Background: an optimization exercise with open tools, aiming at a short achievable clock period and few clock cycles. Do not read the settings as production practice.
In this exercise RTL edits were held to simulation tests only and were not proved equivalent to the original.
No activity file was given, so power comes from the tool's default toggle rates.

`design/flow/config.mk`:
```
export PLATFORM = sky130hd
export DESIGN_NAME = cpu_top
export DESIGN_NICKNAME = cpu_top
export VERILOG_FILES = /design/flow/design.v
export SDC_FILE = /design/flow/constraint.sdc
export NUM_CORES = 4
export LEC_CHECK = 0
export CAP_MARGIN = 20
export CORE_MARGIN = 2
export CORE_UTILIZATION = 30
export PLACE_DENSITY = 0.45
export SLEW_MARGIN = 20
```
`design/flow/constraint.sdc`:
```
create_clock -name core_clock -period 11.0 [get_ports {clk}]
set_input_delay 2.2000 -clock core_clock [delete_from_list [all_inputs] [get_ports {clk}]]
set_output_delay 2.2000 -clock core_clock [all_outputs]
set_load 0.01 [all_outputs]
```
`design/flow/design.v`:
```
module cpu_top #(
  parameter logic [31:0] RESET_PC = 32'h0000_0000
) (
  input  logic        clk,
  input  logic        rst_n,
  output logic [31:0] i_mem_addr,
  input  logic [31:0] i_mem_rdata,
  output logic [31:0] d_mem_addr,
  output logic [31:0] d_mem_wdata,
  output logic [3:0]  d_mem_wen,
  input  logic [31:0] d_mem_rdata
);
  localparam logic [31:0] NOP        = 32'h0000_0013;
  localparam logic [6:0]  OPC_LUI    = 7'b0110111;
  localparam logic [6:0]  OPC_AUIPC  = 7'b0010111;
  localparam logic [6:0]  OPC_JAL    = 7'b1101111;
  localparam logic [6:0]  OPC_JALR   = 7'b1100111;
  localparam logic [6:0]  OPC_BRANCH = 7'b1100011;
  localparam logic [6:0]  OPC_LOAD   = 7'b0000011;
  localparam logic [6:0]  OPC_STORE  = 7'b0100011;
  localparam logic [6:0]  OPC_OPIMM  = 7'b0010011;
  localparam logic [6:0]  OPC_OP     = 7'b0110011;
  logic [31:0] pc_q, pc_d;
  logic [31:0] ifex_instr_q, ifex_instr_d;
  logic [31:0] ifex_pc_q, ifex_pc_d;
  logic [31:0] regs_q [32];
  logic [6:0]  opcode;
  logic [4:0]  rd, rs1, rs2;
  logic [2:0]  funct3;
  logic        alt_bit;
  logic [31:0] imm_i, imm_s, imm_b, imm_u, imm_j;
  logic [31:0] rs1_val, rs2_val;
  logic [31:0] alu_b, alu_res;
  logic [4:0]  shamt;
  logic        ex_is_jal, ex_is_jalr, ex_is_branch, branch_cond, branch_taken;
  logic [31:0] branch_target_addr, link_addr;
  logic        load_ok;
  logic [31:0] load_data;
  logic        wb_en;
  logic [31:0] wb_data;
  assign i_mem_addr = pc_q;
  always_comb begin
    opcode  = ifex_instr_q[6:0];
    rd      = ifex_instr_q[11:7];
    funct3  = ifex_instr_q[14:12];
    rs1     = ifex_instr_q[19:15];
    rs2     = ifex_instr_q[24:20];
    alt_bit = ifex_instr_q[30];
    imm_i   = {{20{ifex_instr_q[31]}}, ifex_instr_q[31:20]};
    imm_s   = {{20{ifex_instr_q[31]}}, ifex_instr_q[31:25], ifex_instr_q[11:7]};
    imm_b   = {{19{ifex_instr_q[31]}}, ifex_instr_q[31], ifex_instr_q[7],
               ifex_instr_q[30:25], ifex_instr_q[11:8], 1'b0};
    imm_u   = {ifex_instr_q[31:12], 12'd0};
    imm_j   = {{11{ifex_instr_q[31]}}, ifex_instr_q[31], ifex_instr_q[19:12],
               ifex_instr_q[20], ifex_instr_q[30:21], 1'b0};
  end
  assign rs1_val = (rs1 == 5'd0) ? 32'd0 : regs_q[rs1];
  assign rs2_val = (rs2 == 5'd0) ? 32'd0 : regs_q[rs2];
  always_comb begin
    alu_b   = (opcode == OPC_OP) ? rs2_val : imm_i;
    shamt   = alu_b[4:0];
    alu_res = 32'd0;
    case (funct3)
      3'b000: alu_res = (opcode == OPC_OP && alt_bit) ? (rs1_val - alu_b) : (rs1_val + alu_b);
      3'b001: alu_res = rs1_val << shamt;
      3'b010: alu_res = {31'd0, ($signed(rs1_val) < $signed(alu_b))};
      3'b011: alu_res = {31'd0, (rs1_val < alu_b)};
      3'b100: alu_res = rs1_val ^ alu_b;
      3'b101: alu_res = alt_bit ? $unsigned($signed(rs1_val) >>> shamt) : (rs1_val >> shamt);
      3'b110: alu_res = rs1_val | alu_b;
      3'b111: alu_res = rs1_val & alu_b;
      default: alu_res = 32'd0;
    endcase
  end
  always_comb begin
    ex_is_jal    = (opcode == OPC_JAL);
    ex_is_jalr   = (opcode == OPC_JALR) && (funct3 == 3'b000);
    ex_is_branch = (opcode == OPC_BRANCH);
    case (funct3)
      3'b000:  branch_cond = (rs1_val == rs2_val);
      3'b001:  branch_cond = (rs1_val != rs2_val);
      3'b100:  branch_cond = ($signed(rs1_val) <  $signed(rs2_val));
      3'b101:  branch_cond = ($signed(rs1_val) >= $signed(rs2_val));
      3'b110:  branch_cond = (rs1_val <  rs2_val);
      3'b111:  branch_cond = (rs1_val >= rs2_val);
      default: branch_cond = 1'b0;
    endcase
    branch_taken = ex_is_jal | ex_is_jalr | (ex_is_branch & branch_cond);
    link_addr    = ifex_pc_q + 32'd4;
    if (ex_is_jalr) begin
      branch_target_addr = (rs1_val + imm_i) & ~32'd1;
    end else begin
      branch_target_addr = ifex_pc_q + (ex_is_jal ? imm_j : imm_b);
    end
  end
  always_comb begin
    logic [31:0] lane_shift;
    logic [15:0] half_sel;
    d_mem_addr  = rs1_val + ((opcode == OPC_STORE) ? imm_s : imm_i);
    d_mem_wdata = rs2_val;
    d_mem_wen   = 4'b0000;
    load_ok     = 1'b0;
    load_data   = d_mem_rdata;
    lane_shift  = d_mem_rdata >> {d_mem_addr[1:0], 3'b000};
    half_sel    = d_mem_addr[1] ? d_mem_rdata[31:16] : d_mem_rdata[15:0];
    if (opcode == OPC_STORE) begin
      case (funct3)
        3'b010: d_mem_wen = 4'b1111;
        3'b000: begin
          d_mem_wen   = 4'b0001 << d_mem_addr[1:0];
          d_mem_wdata = {4{rs2_val[7:0]}};
        end
        3'b001: begin
          d_mem_wen   = 4'b0011 << {d_mem_addr[1], 1'b0};
          d_mem_wdata = {2{rs2_val[15:0]}};
        end
        default: d_mem_wen = 4'b0000;
      endcase
    end
    if (opcode == OPC_LOAD) begin
      case (funct3)
        3'b010: load_ok = 1'b1;
        3'b000: begin load_ok = 1'b1; load_data = {{24{lane_shift[7]}}, lane_shift[7:0]}; end
        3'b100: begin load_ok = 1'b1; load_data = {24'd0, lane_shift[7:0]}; end
        3'b001: begin load_ok = 1'b1; load_data = {{16{half_sel[15]}}, half_sel}; end
        3'b101: begin load_ok = 1'b1; load_data = {16'd0, half_sel}; end
        default: load_ok = 1'b0;
      endcase
    end
  end
  always_comb begin
    wb_en   = 1'b0;
    wb_data = alu_res;
    case (opcode)
      OPC_LUI:   begin wb_en = 1'b1;       wb_data = imm_u;             end
      OPC_AUIPC: begin wb_en = 1'b1;       wb_data = ifex_pc_q + imm_u; end
      OPC_JAL:   begin wb_en = 1'b1;       wb_data = link_addr;         end
      OPC_JALR:  begin wb_en = ex_is_jalr; wb_data = link_addr;         end
      OPC_LOAD:  begin wb_en = load_ok;    wb_data = load_data;         end
      OPC_OPIMM: wb_en = 1'b1;
      OPC_OP:    wb_en = 1'b1;
      default:   wb_en = 1'b0;
    endcase
  end
  always_comb begin
    pc_d         = branch_taken ? branch_target_addr : (pc_q + 32'd4);
    ifex_instr_d = branch_taken ? NOP : i_mem_rdata;
    ifex_pc_d    = pc_q;
  end
  always_ff @(posedge clk or negedge rst_n) begin
    if (!rst_n) begin
      pc_q         <= RESET_PC;
      ifex_instr_q <= NOP;
      ifex_pc_q    <= RESET_PC;
    end else begin
      pc_q         <= pc_d;
      ifex_instr_q <= ifex_instr_d;
      ifex_pc_q    <= ifex_pc_d;
    end
  end
  always_ff @(posedge clk or negedge rst_n) begin
    if (!rst_n) begin
      for (int i = 0; i < 32; i++) regs_q[i] <= 32'd0;
    end else if (wb_en && (rd != 5'd0)) begin
      regs_q[rd] <= wb_data;
    end
  end
endmodule
```
`design/flow/run.sh`:
```
#!/bin/bash
# synth_recipe.tcl (not shown) runs the flow's synth.tcl, then flattens the netlist and writes it again
# the make line also repeats each setting of config.mk as NAME=value (left out here)
make -C /OpenROAD-flow-scripts/flow DESIGN_CONFIG=/design/flow/config.mk WORK_HOME=/design/flow/orfs CLKGATE_MAP_FILE= SYNTH_SCRIPT=/design/flow/synth_recipe.tcl finish
```
==> notes.md <==
state kept, by name, summed over array words and instances (netlist names):
signal	flops
ifex_instr_q	32
ifex_pc_q	32
pc_q	32
regs_q	992
metal layers:
layer,vias up,share of wire,global-route usage,wire (um)
met3,1434,0.12,0.122,59800
met4,20,0.071,0.224,34800
li1,30900,-,-,-
met5,-,0.00029,0,142
met2,6075,0.40,0.526,196000
met1,39500,0.41,0.516,202000
area by class of cell:
class / count / area [um2]
Tap cell: 3202 / 4010
Antenna cell: 24 / 60.1
Fill cell: 25000 / 159000
Timing Repair Buffer: 549 / 4750
Clock buffer: 192 / 3970
Inverter: 165 / 619
Sequential cell: 1088 / 27300
Multi-Input combinational cell: 6290 / 43400
Clock inverter: 59 / 662
worst max-delay path by stage:
stage | slack (ns) | end | start
after global routing | 0.52 | d_mem_addr[28] | ifex_instr_q[18]
after CTS | 0.93 | d_mem_addr[30] | ifex_instr_q[19]
after floorplan | 4.32 | d_mem_addr[16] | ifex_instr_q[15]
after detailed placement | 1.82 | d_mem_addr[30] | ifex_instr_q[19]
after global placement | 1.91 | d_mem_addr[30] | ifex_instr_q[19]
final | 0.81 | d_mem_addr[28] | ifex_instr_q[19]
cells in the mapped netlist (55+ instances only):
| library cell | number |
|---|---|
| clkbuf_1 | 517 |
| mux2i_1 | 149 |
| nand2_1 | 843 |
| a21oi_1 | 443 |
| xnor2_1 | 104 |
| and3_1 | 335 |
| nand3_1 | 409 |
| o31ai_1 | 145 |
| a211oi_1 | 71 |
| ha_1 | 215 |
| o21ai_0 | 463 |
| nor3_1 | 147 |
| nand4_1 | 157 |
| a2111oi_0 | 86 |
| nor2_1 | 363 |
| dfrtp_1 | 1085 |
| buf_2 | 139 |
| nor4_1 | 57 |
| inv_1 | 157 |
| or3_1 | 55 |
| mux2_2 | 521 |
| o211ai_1 | 63 |
| a21o_1 | 73 |
| and2_1 | 57 |
| xor2_1 | 65 |
| a22oi_1 | 474 |
| o21ai_1 | 206 |
cells in the final DEF (no fill, tap or decap), drive strengths merged, types with 154 or more instances in the layout:
cell type,instances
a21oi,445
a22oi,474
and3,336
buf,385
clkbuf,192
clkdlybuf4s50,164
dfrtp,1085
ha,215
inv,166
mux2,549
nand2,843
nand3,410
nand4,157
nor2,371
nor3,154
o21ai,671
stage by stage:
stage	setup slack (ns)	hold slack [ns]	std cells	total power (W)	util
finish	0.811	0.421	11600	0.0133	0.348
global route	0.521	0.442	11600	0.0137	0.348
CTS	0.928	0.423	11500	0.0132	0.348
detailed placement	1.82	0.406	11300	0.00847	0.328
global placement	1.91	0.417	11300	0.00846	0.328
floorplan	4.32	0.434	8297	0.00662	-
critical path, delay by kind of cell (launching register included):
kind / cells / cell delay (ns)
xor+xnor: 1 / 0.15
simple gates: 5 / 2.12
fa+ha+maj: 1 / 0.38
flops: 1 / 0.61
compound gates: 9 / 2.15
buf+inv: 5 / 1.72
power groups by stage:
| stage | registers, W | clock network, W | logic [W] |
|---|---|---|---|
| floorplan | 0.00460 | 0 | 0.00202 |
| global placement | 0.00489 | 0 | 0.00357 |
| detailed placement | 0.00489 | 0 | 0.00357 |
| CTS | 0.00482 | 0.00476 | 0.00359 |
| global route | 0.00486 | 0.00492 | 0.00387 |
| finish | 0.00486 | 0.00472 | 0.00370 |
cell families after synthesis:
group / count (synthesis) / synth area share
xor+xnor: 169 / 0.0201
flops: 1088 / 0.370
simple gates: 2689 / 0.183
compound gates: 2511 / 0.228
fa+ha+maj: 221 / 0.0382
mux: 700 / 0.106
buf+inv: 919 / 0.0538
==> insert_results.sql <==
INSERT INTO impl_metrics (metric_group, metric, value, unit) VALUES
('hold_path', 'min_path_cells', '0', ''),
('setup_path', 'timing.critical_path.cells', 'buf_4 > or2_1 > nor2_2 > buf_4 > a22oi_1 > nand4_1 > or4_1 > nand2_1 > inv_1 > ha_1 > a21o_1 > a21oi_1 > o21bai_1 > a21oi_1 > inv_1 > a21o_1 > a21oi_1 > o21bai_1 > a21oi_1 > xnor2_1 > clkdlybuf4s50_1', ''),
('die', 'die_y', '499', 'um'),
('layout', 'post_route_cells_drive_above_1_share', '0.174', ''),
('synth', 'synth.ff_latch_count', '1088', ''),
('layout', 'layout-area-overhead-vs-synth', '15.3', '%'),
('synth', 'synth.net_count', '8584', ''),
('hold_path', 'min-delay-start', 'pc_q[0]', ''),
('timing', 'timing.final.max_slew_violations', '0', ''),
('die', 'fp.coreArea', '0.243', 'mm2'),
('pwr', 'power.share.sequential', '0.366', ''),
('pwr', 'vdd_drop_max', '171', 'uV'),
('timing', 'post-route-period-util', '0.926', ''),
('synth', 'synth_edf_count', '0', ''),
('synth', 'postSynthAreaPerCell', '8.86', 'um2'),
('timing', 'timing_worst_slew_pin_value', '1.27', 'ns'),
('setup_path', 'worstSetupEndpointType', 'output port', ''),
('layout', 'number_of_nets_in_the_finished_design', '8519', ''),
('setup_path', 'start_kind', 'flop', ''),
('setup_path', 'worst_reg_to_reg_cells', '23', ''),
('drt', 'drtAntennaViolNets', '0', ''),
('drt', 'dr_vias_cell', '6.74', ''),
('place', 'hpwl', '342000', 'um'),
('grt', 'grt-ovfl-total', '0', ''),
('clock_tree', 'clock-sinks', '1088', ''),
('die', 'die_outline_area', '0.249', 'mm2'),
('synth', 'post-synth-top-area-cell', 'dfrtp_1', ''),
('synth', 'ys_top_cells_by_area', 'dfrtp_1 (37%), mux2_2 (8.0%), a22oi_1 (4.8%), nand2_1 (4.3%), ha_1 (3.7%)', ''),
('grt', 'grt_pass1_vias', '73200', ''),
('pwr', 'share_clk_of_total_power', '0.355', ''),
('synth', 'share_of_flip_flops_with_an_asynchronous_set_or_reset_after_synthesis', '1.00', ''),
('clock_tree', 'worst_setup_hold_path_clk_slew', '0.06', 'ns'),
('clock_tree', 'clk_path_buf_depth', '3', ''),
('place', 'place_area', '0.0800', 'mm2'),
('synth', 'proportion_of_netlist_area_held_by_the_largest_area_contributor', '0.369', ''),
('clock_tree', 'clock-root-buffer', 'clkbuf_16', ''),
('pwr', 'p_comb_frac', '0.279', ''),
('setup_path', 'crit_path_frequent_cell', 'a21oi_1', ''),
('clock_tree', 'ctsHoldBuffers', '0', ''),
('setup_path', 'cp_data_required_time', '8.80', 'ns'),
('setup_path', 'worstReg2RegEnd', 'regs_q[31][0]', ''),
('run', 'timing.max_cap.violations', '0', ''),
('die', 'initial_utilization', '0.302', ''),
('clock_tree', 'cts_tree', 'done', ''),
('drt', 'route.vias.total', '77900', ''),
('synth', 'ys_seq_area_frac', '0.370', ''),
('synth', 'synth.lib_cells_used.distinct', '118', ''),
('status', 'run_status', 'finished clean', ''),
('place', 'final_estimated_routing_congestion_in_global_placement', '1.01', ''),
('setup_path', 'setup.worst_path.class', 'reg -> out', ''),
('setup_path', 'crit-reg2reg-launch', 'ifex_instr_q[17]', ''),
('pwr', 'switching_power_of_the_nets', '0.00510', 'W'),
('drt', 'wl', '492000', 'um'),
('setup_path', 'critPathArrivalTime', '7.99', 'ns'),
('drt', 'dr.first_iter.drc_count', '13400', ''),
('timing', 'max_freq', '0.0981', 'GHz'),
('clock_tree', 'clk_latency_worst_skew_pair', '0.86', 'ns'),
('drt', 'remaining_drc_errors', '0', ''),
('setup_path', 'cp_max_fo', '30', ''),
('clock_tree', 'cts_inserted_buffers', '138', ''),
('timing', 'grt_setup_unrepaired', 'false', ''),
('drt', 'routedWlPerCell', '42.5', 'um'),
('hold_path', 'hold-path-endpoint', 'ifex_pc_q[0]', ''),
('synth', 'synth.cell_area', '0.0735', 'mm2'),
('pwr', 'netSwitchingFraction', '0.384', ''),
('synth', 'syn-instance-count', '8297', ''),
('setup_path', 'worst_path_max_delay_cell', 'or2_1', ''),
('synth', 'ys.flop_type', 'dfrtp_1', ''),
('place', 'portBuffers', '165', ''),
('pwr', 'p_leak', '36.6', 'nW'),
('setup_path', 'rrSetupSlack', '1.37', 'ns');
Testbench counts, summed over its fixed seeds: cycles 108,088.

-- separate check: timing with driven ports --
How much do the figures lean on ideal ports? The routed layout below was timed once more, with nothing changed but the port constraints.
Step 1 assumes that a clkbuf_16 drives the clock port and a buf_2 every other input.
Step 2, shift: input delay + t, output delay - t, t = (earliest + latest rising clock arrival at the registers) / 2. This alone moves slack from input paths to output paths.
a / b / c = ideal ports / drivers / drivers and shift; a / b = the first two.
t, ns: 0.927
setup WS [ns]: 0.811 / 0.710 / 1.373
slew at the worst register clock pin (ns): 0.07 / 0.07
pins driven straight from the clock port: 1
After both steps this run still meets setup and hold. The setup slack of this run moves by -0.101 ns with the drivers and by +0.562 ns with both steps.
